This design comes from an exercise in tuning for small area on the open sky130 flow, not from production work.
In this exercise RTL edits were held to simulation tests only and were not proved equivalent to the original.
No activity file was given, so power comes from the tool's default toggle rates.

$ cat flow/design.v
`default_nettype none
package exu_pkg;
    localparam int SPEC_W  = 3;
    localparam int ALUOP_W = 4;
    typedef enum logic [SPEC_W-1:0] {
        SPEC_NONE  = 3'd0,
        SPEC_JAL   = 3'd1,
        SPEC_JALR  = 3'd2,
        SPEC_AUIPC = 3'd3,
        SPEC_LUI   = 3'd4,
        SPEC_STORE = 3'd5
    } spec_e;
    typedef enum logic [ALUOP_W-1:0] {
        ALU_ADD   = 4'd0,
        ALU_SUB   = 4'd1,
        ALU_SLL   = 4'd2,
        ALU_SLT   = 4'd3,
        ALU_SLTU  = 4'd4,
        ALU_XOR   = 4'd5,
        ALU_SRL   = 4'd6,
        ALU_SRA   = 4'd7,
        ALU_OR    = 4'd8,
        ALU_AND   = 4'd9,
        ALU_PASSB = 4'd10
    } aluop_e;
endpackage
`default_nettype wire
`default_nettype none
module exu_alu #(
    parameter int DATA_WIDTH = 64
) (
    input  logic [DATA_WIDTH-1:0] a_i,
    input  logic [DATA_WIDTH-1:0] b_i,
    input  logic [exu_pkg::ALUOP_W-1:0] aluop_i,
    input  logic                  word_i,
    output logic [DATA_WIDTH-1:0] result_o
);
    localparam int N  = DATA_WIDTH;
    localparam int LG = 6;   
    logic op_add, op_sub, op_sll, op_slt, op_sltu, op_xor, op_srl, op_sra;
    logic op_or, op_and, op_passb;
    logic sub, use_word;
    always_comb begin
        op_add   = (aluop_i == exu_pkg::ALU_ADD);
        op_sub   = (aluop_i == exu_pkg::ALU_SUB);
        op_sll   = (aluop_i == exu_pkg::ALU_SLL);
        op_slt   = (aluop_i == exu_pkg::ALU_SLT);
        op_sltu  = (aluop_i == exu_pkg::ALU_SLTU);
        op_xor   = (aluop_i == exu_pkg::ALU_XOR);
        op_srl   = (aluop_i == exu_pkg::ALU_SRL);
        op_sra   = (aluop_i == exu_pkg::ALU_SRA);
        op_or    = (aluop_i == exu_pkg::ALU_OR);
        op_and   = (aluop_i == exu_pkg::ALU_AND);
        op_passb = (aluop_i == exu_pkg::ALU_PASSB);
        sub      = op_sub | op_slt | op_sltu;
        use_word = word_i & (op_add | op_sub | op_sll | op_srl | op_sra);
    end
    logic [N-1:0] bx, p, g, c, sum;
    logic [N-1:0] gg, pp;
    logic         cout, lt_u, lt_s;
    assign bx = b_i ^ {N{sub}};
    assign p  = a_i ^ bx;
    assign g  = a_i & bx;
    always_comb begin
        gg = g;
        pp = p;
        gg[0] = g[0] | (p[0] & sub);
        for (int l = 1; l <= LG; l++) begin
            for (int i = 0; i < N; i++) begin
                if (((i + 1) % (1 << l)) == 0) begin
                    gg[i] = gg[i] | (pp[i] & gg[i - (1 << (l - 1))]);
                    pp[i] = pp[i] & pp[i - (1 << (l - 1))];
                end
            end
        end
        for (int l = LG - 1; l >= 1; l--) begin
            for (int i = 0; i < N; i++) begin
                if ((((i + 1) % (1 << l)) == (1 << (l - 1))) && (i >= (1 << l))) begin
                    gg[i] = gg[i] | (pp[i] & gg[i - (1 << (l - 1))]);
                    pp[i] = pp[i] & pp[i - (1 << (l - 1))];
                end
            end
        end
    end
    assign c    = {gg[N-2:0], sub};
    assign sum  = p ^ c;
    assign cout = gg[N-1];
    assign lt_u = ~cout;
    assign lt_s = (a_i[N-1] ^ b_i[N-1]) ? a_i[N-1] : lt_u;
    logic [N-1:0] sh_in, sh_out;
    logic [LG-1:0] shamt;
    logic          fill;
    always_comb begin
        for (int i = 0; i < N; i++) begin
            if (op_sll)
                sh_in[i] = a_i[N-1-i];
            else if (word_i && i >= N/2)
                sh_in[i] = op_sra & a_i[N/2-1];
            else
                sh_in[i] = a_i[i];
        end
        shamt = {b_i[LG-1] & ~word_i, b_i[LG-2:0]};
        fill  = op_sra & sh_in[N-1];
        sh_out = sh_in;
        for (int l = 0; l < LG; l++) begin
            if (shamt[l]) begin
                for (int i = 0; i < N; i++)
                    sh_out[i] = (i + (1 << l) < N) ? sh_out[i + (1 << l)] : fill;
            end
        end
    end
    logic [N-1:0] res;
    always_comb begin
        res = '0;
        for (int i = 0; i < N; i++) begin
            res[i] = ((op_add | op_sub) & sum[i])
                   | ((op_srl | op_sra) & sh_out[i])
                   | (op_sll & sh_out[N-1-i])
                   | (op_xor & p[i])
                   | (op_or & (p[i] | g[i]))
                   | (op_and & g[i])
                   | (op_passb & b_i[i]);
        end
        res[0] = res[0] | (op_slt & lt_s) | (op_sltu & lt_u);
    end
    assign result_o = use_word ? {{(N/2){res[N/2-1]}}, res[N/2-1:0]} : res;
endmodule
`default_nettype wire
`default_nettype none
module exu_pipe #(
    parameter int DATA_WIDTH = 64,
    parameter int NUM_BYPASS = 2,
    parameter int REG_IDX_W  = 5
) (
    input  logic                             clk,
    input  logic                             rst,
    input  logic                             in_valid_i,
    output logic                             in_ready_o,
    input  logic                             ers1_i,
    input  logic                             ers2_i,
    input  logic [exu_pkg::SPEC_W-1:0]       specinst_i,
    input  logic [exu_pkg::ALUOP_W-1:0]      aluop_i,
    input  logic                             word_i,
    input  logic [REG_IDX_W-1:0]             rs1_idx_i,
    input  logic [REG_IDX_W-1:0]             rs2_idx_i,
    input  logic [DATA_WIDTH-1:0]            rs1_i,
    input  logic [DATA_WIDTH-1:0]            rs2_i,
    input  logic [DATA_WIDTH-1:0]            pc_i,
    input  logic [DATA_WIDTH-1:0]            imme_i,
    input  logic [NUM_BYPASS-1:0]            byp_valid_i,
    input  logic [NUM_BYPASS*REG_IDX_W-1:0]  byp_rd_i,
    input  logic [NUM_BYPASS*DATA_WIDTH-1:0] byp_data_i,
    output logic                             out_valid_o,
    input  logic                             out_ready_i,
    output logic [DATA_WIDTH-1:0]            result_o,
    output logic [DATA_WIDTH-1:0]            store_data_o
);
    logic [DATA_WIDTH-1:0] w_rs1_eff, w_rs2_eff;
    logic [DATA_WIDTH-1:0] a_d, b_d, st_d, w_alu_res;
    logic                  w_s2_adv;
    logic                  s1_valid_q, s2_valid_q;
    logic [DATA_WIDTH-1:0] s1_res_q, s1_st_q;
    logic [DATA_WIDTH-1:0] result_q, store_q;
    always_comb begin
        w_rs1_eff = rs1_i;
        w_rs2_eff = rs2_i;
        for (int k = NUM_BYPASS - 1; k >= 0; k--) begin
            if (byp_valid_i[k] && (byp_rd_i[k*REG_IDX_W +: REG_IDX_W] == rs1_idx_i) &&
                (rs1_idx_i != '0))
                w_rs1_eff = byp_data_i[k*DATA_WIDTH +: DATA_WIDTH];
            if (byp_valid_i[k] && (byp_rd_i[k*REG_IDX_W +: REG_IDX_W] == rs2_idx_i) &&
                (rs2_idx_i != '0))
                w_rs2_eff = byp_data_i[k*DATA_WIDTH +: DATA_WIDTH];
        end
    end
    always_comb begin
        if (ers1_i)
            a_d = w_rs1_eff;
        else if (specinst_i == exu_pkg::SPEC_JAL || specinst_i == exu_pkg::SPEC_JALR || specinst_i == exu_pkg::SPEC_AUIPC)
            a_d = pc_i;
        else
            a_d = '0;
        if (ers2_i)
            b_d = (specinst_i == exu_pkg::SPEC_STORE) ? imme_i : w_rs2_eff;
        else if (specinst_i == exu_pkg::SPEC_LUI)
            b_d = imme_i;
        else if (specinst_i == exu_pkg::SPEC_JAL || specinst_i == exu_pkg::SPEC_JALR)
            b_d = DATA_WIDTH'(4);
        else
            b_d = imme_i;
        st_d = (specinst_i == exu_pkg::SPEC_STORE) ? w_rs2_eff : '0;
    end
    exu_alu #(
        .DATA_WIDTH (DATA_WIDTH)
    ) u_alu (
        .a_i      (a_d),
        .b_i      (b_d),
        .aluop_i  (aluop_i),
        .word_i   (word_i),
        .result_o (w_alu_res)
    );
    assign w_s2_adv   = !s2_valid_q || out_ready_i;
    assign in_ready_o = !s1_valid_q || w_s2_adv;
    always_ff @(posedge clk) begin
        if (rst) begin
            s1_valid_q <= 1'b0;
            s2_valid_q <= 1'b0;
        end else begin
            if (in_ready_o)
                s1_valid_q <= in_valid_i;
            if (w_s2_adv)
                s2_valid_q <= s1_valid_q;
        end
    end
    always_ff @(posedge clk) begin
        if (in_ready_o) begin
            s1_res_q <= w_alu_res;
            s1_st_q  <= st_d;
        end
        if (w_s2_adv) begin
            result_q <= s1_res_q;
            store_q  <= s1_st_q;
        end
    end
    assign out_valid_o  = s2_valid_q;
    assign result_o     = result_q;
    assign store_data_o = store_q;
endmodule
`default_nettype wire
$ cat flow/run.sh
#!/bin/bash
# synth_recipe.tcl (not shown) runs the flow's synth.tcl, then flattens the netlist and writes it again
# the make line also repeats each setting of config.mk as NAME=value (left out here)
make -C /OpenROAD-flow-scripts/flow DESIGN_CONFIG=/design/flow/config.mk WORK_HOME=/design/flow/orfs CLKGATE_MAP_FILE= SYNTH_SCRIPT=/design/flow/synth_recipe.tcl finish
$ cat flow/config.mk
export PLATFORM = sky130hd
export DESIGN_NAME = exu_pipe
export DESIGN_NICKNAME = exu_pipe
export VERILOG_FILES = /design/flow/design.v
export SDC_FILE = /design/flow/constraint.sdc
export NUM_CORES = 4
export LEC_CHECK = 0
export CAP_MARGIN = 20
export CORE_MARGIN = 2
export CORE_UTILIZATION = 30
export SLEW_MARGIN = 20
$ cat flow/constraint.sdc
create_clock -name core_clock -period 6.5 [get_ports {clk}]
set_input_delay 1.3000 -clock core_clock [delete_from_list [all_inputs] [get_ports {clk}]]
set_output_delay 1.3000 -clock core_clock [all_outputs]
set_load 0.01 [all_outputs]
==> reports/qor.txt, run 1 <==
status = failed layout checks
SO Faults = setup timing
Final Cycle Share = 105%
First DRT Iteration DRCs = 4,843
fraction of registers with async set/reset = 0%
Root Buffer = clkbuf_16
LEAKAGE = 18.3 nW
Overflow after GRT = 0
# hold bufs at CTS = 0
first-pass GRT wire length = 241,000 um
io pins = 550
fmax = 0.146 GHz
Die Y = 306 um
Area growth syn-to-layout = 57.9%
largest net degree at the start of global routing = 70
Starting Density = 30.3%
NumNets Final = 5,130
CP max stage delay = 450 ps
Worst VDD drop = 205 uV
htree depth = 1
# setup viols final = 33
Setup WS post-layout = -340 ps
cts bufs inserted = 29
post-synthesis cell type count = 94
dpl ws = -1620 ps
Slew headroom = 30.9%
min cycle time layout = 6840 ps
Reg clk slew, reported paths = 60 ps
drt first pass iters = 6
total track usage = 35.9%
Cells after Synth = 3,279
worst-path fanout max = 4
Rows = 110
most frequent CP cell = buf_4
IO buf count = 549
synth top area cells = edfxtp_1 28%, mux2i_1 7.3%, ha_1 5.9%, nand2_1 5.1%, o21ai_0 4.3%
Yosys top cell by area = edfxtp_1
CP arrival = 7170 ps
vias in the first global route = 32,500
Core ar. = 0.0900 mm^2
GPL Wtd Cong = 1.11
critical path capture point type = register
Die ar. = 0.0933 mm^2
crit start category = input port
Routed Wire Length = 175,000 um
Hold Slack = 414 ps
worst-margin pin slew = 1040 ps
Clk Latency, worst-skew pair = 600 ps
Hold Path Class = register to register
Setup Skew = 24.5 ps
Max Buffers Root-to-Sink = 3
sequential area share after synthesis = 28.3%
synthesized cell area = 0.0273 mm^2
RSZ-0062 raised after global routing = true
final setup TNS = -7370 ps
synthesized flop and latch total = 258
DR DRC count = 0
Main synth FF type = edfxtp_1
Final HPWL DP = 145,000 um
clock sinks = 258
Final Hold Viols = 0
Die X-Extent = 306 um
initial antenna violation count = 14
Syn Nets = 3,859
Core Util, Final = 47.8%
layout cells sized above 1 = 28.2%
Pwr Total = 8.37 mW
TritonCTS clock tree = built
Critical-path top delay cell = fa_1
Routed WL per cell = 30.5 um
Mean Syn Cell Area = 8.32 um^2
via count = 34,300
area fraction of the dominant cell type after synthesis = 28.2%
DR vias/cell = 5.96
EDFF count, synth = 256
Setup CP Type = input port to register
MaxCap Viol Count = 0
max-slew violations = 0
antenna viol nets, final = 0
pwr dens = 194 mW/mm^2
required time of the critical path = 6830 ps
synth warn = 2
==> cells in the final DEF (no fill, tap or decap), drive strengths merged, types with 32 or more instances in the layout <==
master | synthesis | final
clkdlybuf4s50 | 0 | 527
clkbuf | 183 | 38
buf | 106 | 986
o31ai | 78 | 78
nor2b | 67 | 67
a31oi | 81 | 81
nand2 | 372 | 372
a21oi | 196 | 196
fa | 32 | 32
nand2b | 43 | 43
nand3 | 45 | 45
o41ai | 54 | 54
nor3 | 36 | 36
mux2i | 198 | 198
o22ai | 59 | 59
a211oi | 54 | 54
ha | 128 | 128
a21o | 53 | 53
inv | 156 | 159
o21ai | 242 | 242
o211ai | 74 | 74
nor2 | 171 | 171
edfxtp | 256 | 256
nand4 | 82 | 82
xor2 | 58 | 58
==> sequential cells by signal (all words and copies together), names as in the netlist <==
register and flops:
s2_valid_q 1, s1_res_q 64, result_q 64, s1_st_q 64
s1_valid_q 1, store_q 64
==> per-stage QoR <==
| stage | area, um^2 | instances |
|---|---|---|
| 6_report | 43100 | 5759 |
| 3_3_place_gp | 40600 | 5643 |
| 5_1_grt | 43100 | 5757 |
| 3_5_place_dp | 40600 | 5643 |
| 4_1_cts | 42300 | 5726 |
| 2_1_floorplan | 27500 | 3279 |
==> cell type report <==
cell class,instances,area (um^2)
Sequential cell,258,7730
Tap cell,1176,1470
Multi-Input combinational cell,2575,18900
Clock inverter,19,171
Antenna cell,12,30.0
Fill cell,8891,46900
Inverter,157,594
Timing Repair Buffer,1529,13400
Clock buffer,33,741
==> where the power goes <==
group | internal (mW) | switching [mW] | leakage, nW
logic | 2.05 | 2.50 | 14.9
registers | 2.10 | 0.0875 | 2.99
clock network | 0.900 | 0.732 | 0.431
==> per-layer routing <==
metal	up-vias	wire, um	GRT usage (%)
met4	0	11400	19.4
met3	438	20200	9.14
met1	16600	67400	46.1
met2	2296	76300	55.2
met5	-	0	0
li1	15000	-	-
==> path summary, 6_finish.rpt <==
kind          startpoint           end  slack (ps)  cells past startpoint
max          byp_rd_i[4]  s1_res_q[58]        -340                     28
min          s1_st_q[60]   store_q[60]         410                      0
max reg2reg   s2_valid_q    s1_st_q[0]        3790                      4
min reg2reg  s1_st_q[60]   store_q[60]         410                      0
==> Yosys cell counts (59+ instances only) <==
library cell	number
edfxtp_1	256
nor2b_1	67
o31ai_1	77
o21ai_0	236
a21oi_1	196
nand4_1	81
inv_1	156
clkbuf_1	183
o22ai_1	59
ha_1	128
nor2_1	171
o211ai_1	73
a31oi_1	80
nand2_1	372
mux2i_1	198
==> kinds of logic (layout without fill, tap and decap cells) <==
| kind of cell | Yosys count | in the layout | share of synthesized area (%) |
|---|---|---|---|
| buffers and inverters | 446 | 1738 | 6.55 |
| multiplexers | 223 | 223 | 8.42 |
| XOR/XNOR | 84 | 84 | 2.70 |
| other | 0 | 12 | 0 |
| AO/OA/AOI/OAI | 1172 | 1172 | 29.2 |
| AND/OR/NAND/NOR | 936 | 936 | 16.5 |
| adder cells (fa/ha/maj) | 160 | 160 | 8.22 |
| flip-flops | 258 | 258 | 28.3 |
==> timing repair <==
item,CTS,global route
pin swaps,43,65
setup endpoints to repair,42,41
gates resized for setup,162,149
setup buffers,26,24
cloned,6,1
==> critical path, delay by kind of cell <==
family                   cells  cell delay [ps]
buffers and inverters        4              790
adder cells (fa/ha/maj)      2              780
XOR/XNOR                     2              430
AND/OR/NAND/NOR              7             1070
AO/OA/AOI/OAI               13             2780
==> run 2, diff against run 1 <==
--- a/flow/design.v
+++ b/flow/design.v
@@ -161,3 +161,5 @@
     logic                  s1_valid_q, s2_valid_q;
-    logic [DATA_WIDTH-1:0] s1_res_q, s1_st_q;
+    logic [DATA_WIDTH-1:0] s1_a_q, s1_b_q, s1_st_q;
+    logic [exu_pkg::ALUOP_W-1:0] s1_op_q;
+    logic                  s1_word_q;
     logic [DATA_WIDTH-1:0] result_q, store_q;
@@ -195,6 +197,6 @@
     ) u_alu (
-        .a_i      (a_d),
-        .b_i      (b_d),
-        .aluop_i  (aluop_i),
-        .word_i   (word_i),
+        .a_i      (s1_a_q),
+        .b_i      (s1_b_q),
+        .aluop_i  (s1_op_q),
+        .word_i   (s1_word_q),
         .result_o (w_alu_res)
@@ -216,7 +218,10 @@
         if (in_ready_o) begin
-            s1_res_q <= w_alu_res;
-            s1_st_q  <= st_d;
+            s1_a_q    <= a_d;
+            s1_b_q    <= b_d;
+            s1_st_q   <= st_d;
+            s1_op_q   <= aluop_i;
+            s1_word_q <= word_i;
         end
         if (w_s2_adv) begin
-            result_q <= s1_res_q;
+            result_q <= w_alu_res;
             store_q  <= s1_st_q;
==> reports/qor.txt, run 2 <==
status = finished clean
htree depth = 2 (+1)
reg-to-reg slack, setup = 380 ps (-3410 ps)
# setup viols final = 0 (-100%)
synth top area cells = edfxtp_1 35%, mux2i_1 7.3%, ha_1 5.7%, mux4_2 5.6%, a22o_1 4.2%
CP arrival = 6440 ps (-730 ps)
RSZ-0062 raised after global routing = false
Core ar. = 0.0929 mm^2 (+3.2%)
Final HPWL DP = 103,000 um (-29%)
DR vias/cell = 5.75 (-3.4%)
GR Util met2 = 42.0% (-13 points)
most instantiated cells after synthesis = 325 x edfxtp_1, 217 x nand2_1, 203 x mux2i_1
Core Util, Final = 39.2% (-8.7 points)
min cycle time layout = 6120 ps (-715 ps)
Slew headroom = 22.4% (-8.6 points)
First DRT Iteration DRCs = 3,238 (-33%)
Yosys top cell by area = edfxtp_1
synthesized flop and latch total = 327 (+27%)
Die ar. = 0.0958 mm^2 (+2.6%)
Rows = 112 (+1.8%)
# Post-CTS Setup Buffers = 0 (-100%)
crit start category = register
commonest non-fill, non-tap cell in the layout = clkdlybuf4s50_1
clock sinks = 327 (+27%)
critical path capture point type = register
Die Y = 309 um (+1.3%)
largest net degree at the start of global routing = 145 (+110%)
grt met1 use = 34.6% (-12 points)
via count = 26,500 (-23%)
synthesized cell area = 0.0280 mm^2 (+2.6%)
Root Buffer = clkbuf_16
Cells after Synth = 2,847 (-13%)
EDFF count, synth = 325 (+27%)
# hold bufs at CTS = 0 (unchanged)
Die X-Extent = 309 um (+1.3%)
Final Non-Filler Cells = 4,601 (-20%)
post-synthesis cell type count = 86 (-8.5%)
total track usage = 26.4% (-9.6 points)
max-slew violations = 0 (unchanged)
vias in the first global route = 25,600 (-21%)
TritonCTS clock tree = built
fmax = 0.163 GHz (+12%)
initial antenna violation count = 5 (-9)
NumNets Final = 3,893 (-24%)
required time of the critical path = 6810 ps (-20 ps)
cts bufs inserted = 41 (+41%)
Setup WS post-layout = 375 ps (+715 ps)
Register-to-Register Path Depth = 23 (+19)
worst reg2reg path endpoint = result_q[35]
placed cell count = 4,523 (-20%)
drt first pass iters = 9 (+3)
worst-margin pin slew = 1150 ps (+116 ps)
area fraction of the dominant cell type after synthesis = 34.9% (+6.7 points)
Area growth syn-to-layout = 30.1%
GPL Wtd Cong = 1.03 (-7.2%)
Mean Syn Cell Area = 9.83 um^2 (+18%)
io pins = 550 (unchanged)
Routed WL per cell = 28.3 um (-6.9%)
Worst Setup SP = s1_op_q[2]
Reg clk slew, reported paths = 70 ps (about the same)
Fillers = 9,165 (+3.1%)
Final Hold Viols = 0 (unchanged)
final setup TNS = 0 ps (+7370 ps)
Routed Wire Length = 130,000 um (-26%)
LEAKAGE = 14.0 nW (-23%)
reg-to-reg startpoint = s1_op_q[2]
Max Buffers Root-to-Sink = 3 (unchanged)
Clk Latency, worst-skew pair = 600 ps (about the same)
DR DRC count = 0 (unchanged)
IO buf count = 549 (unchanged)
Setup CP Type = register to register
fraction of registers with async set/reset = 0% (unchanged)
sequential area share after synthesis = 35.0% (+6.7 points)
pwr dens = 228 mW/mm^2 (+17%)
most frequent cells in the layout = 547 x clkdlybuf4s50_1, 325 x edfxtp_1, 216 x nand2_1
Main synth FF type = edfxtp_1
Hold Path Class = register to register
first-pass GRT wire length = 184,000 um (-23%)
CP endpoint = result_q[35]
antenna viol nets, final = 0 (unchanged)
GR met3 Demand/Resource = 6.05% (-3.1 points)
# resized after CTS = 0 (-100%)
Pwr Total = 8.28 mW (-1.0%)
Syn Nets = 3,427 (-11%)
Starting Density = 30.1% (-0.17 points)
MaxCap Viol Count = 0 (unchanged)
layout cells sized above 1 = 10.5% (-18 points)
Worst VDD drop = 171 uV (-16%)
Storage cell area = 0.00980 mm^2 (+27%)
cell with the most instances after synthesis = edfxtp_1
dpl ws = 556 ps (+2170 ps)
synth warn = 2 (unchanged)
worst-path fanout max = 12 (+8)
gr busiest metal = met2
Setup Skew = 25.1 ps (+0.649 ps)
Final Cycle Share = 94.2% (-11 points)
Overflow after GRT = 0 (unchanged)
multi-input logic area = 0.0169 mm^2 (-11%)
## run 2: cell count changes in the layout (fill, tap and decap cells not counted), sizes merged, moves of 52 or more
| cell | change |
|---|---|
| a22o | +110 |
| a31oi | -57 |
| buf | -887 |
| edfxtp | +69 |
| mux2 | +52 |
| mux4 | +67 |
| nand2 | -155 |
| nand4 | -64 |
| o21ai | -53 |
| o31ai | -66 |
| o41ai | -53 |
## run 2: cells by family (layout without fill, tap and decap cells)
family                     count (synthesis)  in the layout  synth area share [%]
DFF                                      327            327                  35.0
other                                      0              3                     0
adders and majority gates                160            160                  8.01
AOI/OAI and AO/OA                        896            896                  22.3
and+or+nand+nor                          658            658                  11.0
xor gates and xnor gates                  83             83                  2.60
muxes                                    349            349                  16.0
buffers and inverters                    374            871                  5.15
## run 2: where the power goes
part | switching, mW | internal [mW] | total (mW)
clock | 0.966 | 1.30 | 2.26
combinational | 1.84 | 1.36 | 3.20
sequential | 0.238 | 2.58 | 2.82
## run 2: layout make-up
class | instances | share of cell area [%]
Multi-Input combinational cell | 2146 | 46.4
Tap cell | 1254 | 4.31
Clock inverter | 23 | 0.708
Inverter | 150 | 1.56
Clock buffer | 51 | 2.92
Antenna cell | 3 | 0.0206
Sequential cell | 327 | 26.9
Timing Repair Buffer | 647 | 17.2
## run 2: metal layers
layer | share of wire [%] | wire length [um] | vias up
met5 | 0.031 | 40 | -
met4 | 4.3 | 5550 | 6
met3 | 9.4 | 12300 | 223
met2 | 46 | 59400 | 1424
met1 | 41 | 53100 | 13000
li1 | - | - | 11800
## run 2: worst max-delay path, cell delays in order, from the launching register on
cell      delay [ps]
edfxtp_1         640
nand2b_1         210
nor2_1           180
nor2_1           120
nor2_4           180
buf_4            290
xor2_1           320
inv_1             80
ha_1             310
and4_1           220
and3_1           180
a211oi_1         320
o211ai_1         360
a31o_2           340
a21o_1           210
a21o_1           180
a21o_1           190
fa_1             390
nor2b_1          150
a222oi_1         310
o21ai_0          130
a211oi_1         270
buf_4            170
a31oi_1           80
## run 2: per-stage QoR
step                      hold slack (ps)  area, um^2
after floorplan                       400       28000
after global placement                400       35100
after detailed placement              405       35100
after CTS                             416       36400
after global routing                  417       36400
final                                 412       36400
## run 2: worst min path at each step
stage,start,endpoint,slack (ps),cells after the start
after CTS,s1_st_q[53],store_q[53],420,0
after global routing,s1_st_q[53],store_q[53],420,0
after detailed placement,s1_st_q[3],store_q[3],400,0
after floorplan,s1_st_q[0],store_q[0],400,0
after global placement,s1_st_q[4],store_q[4],400,0
final,s1_st_q[53],store_q[53],410,0

==> port drivers added, routing unchanged <==
The flow's constraints put no driver on any port. The routed layouts listed below were extracted and timed again, unchanged, in two steps. Step 1: set_driving_cell puts a clkbuf_16 on clk and a buf_2 on each other input, an assumption about the parent block. Step 2 moves the port delays by t, midway between the first and last clock arrival at a register: inputs arrive t later, outputs are due t later. That takes back most of the time a late clock gives input paths. Three values: no drivers, after step 1, after step 2; two values: the first two.
run | shift t [ns] | setup slack, ns | pins driven straight from the clock port
run 1 | 0.655 | -0.340 / -0.291 / -0.946 | 1
run 2 | 0.640 | 0.375 / 0.375 / 0.375 | 1
For run 1, which loses most, drivers alone change the setup slack by +0.049 ns; drivers and shift together by -0.606 ns.
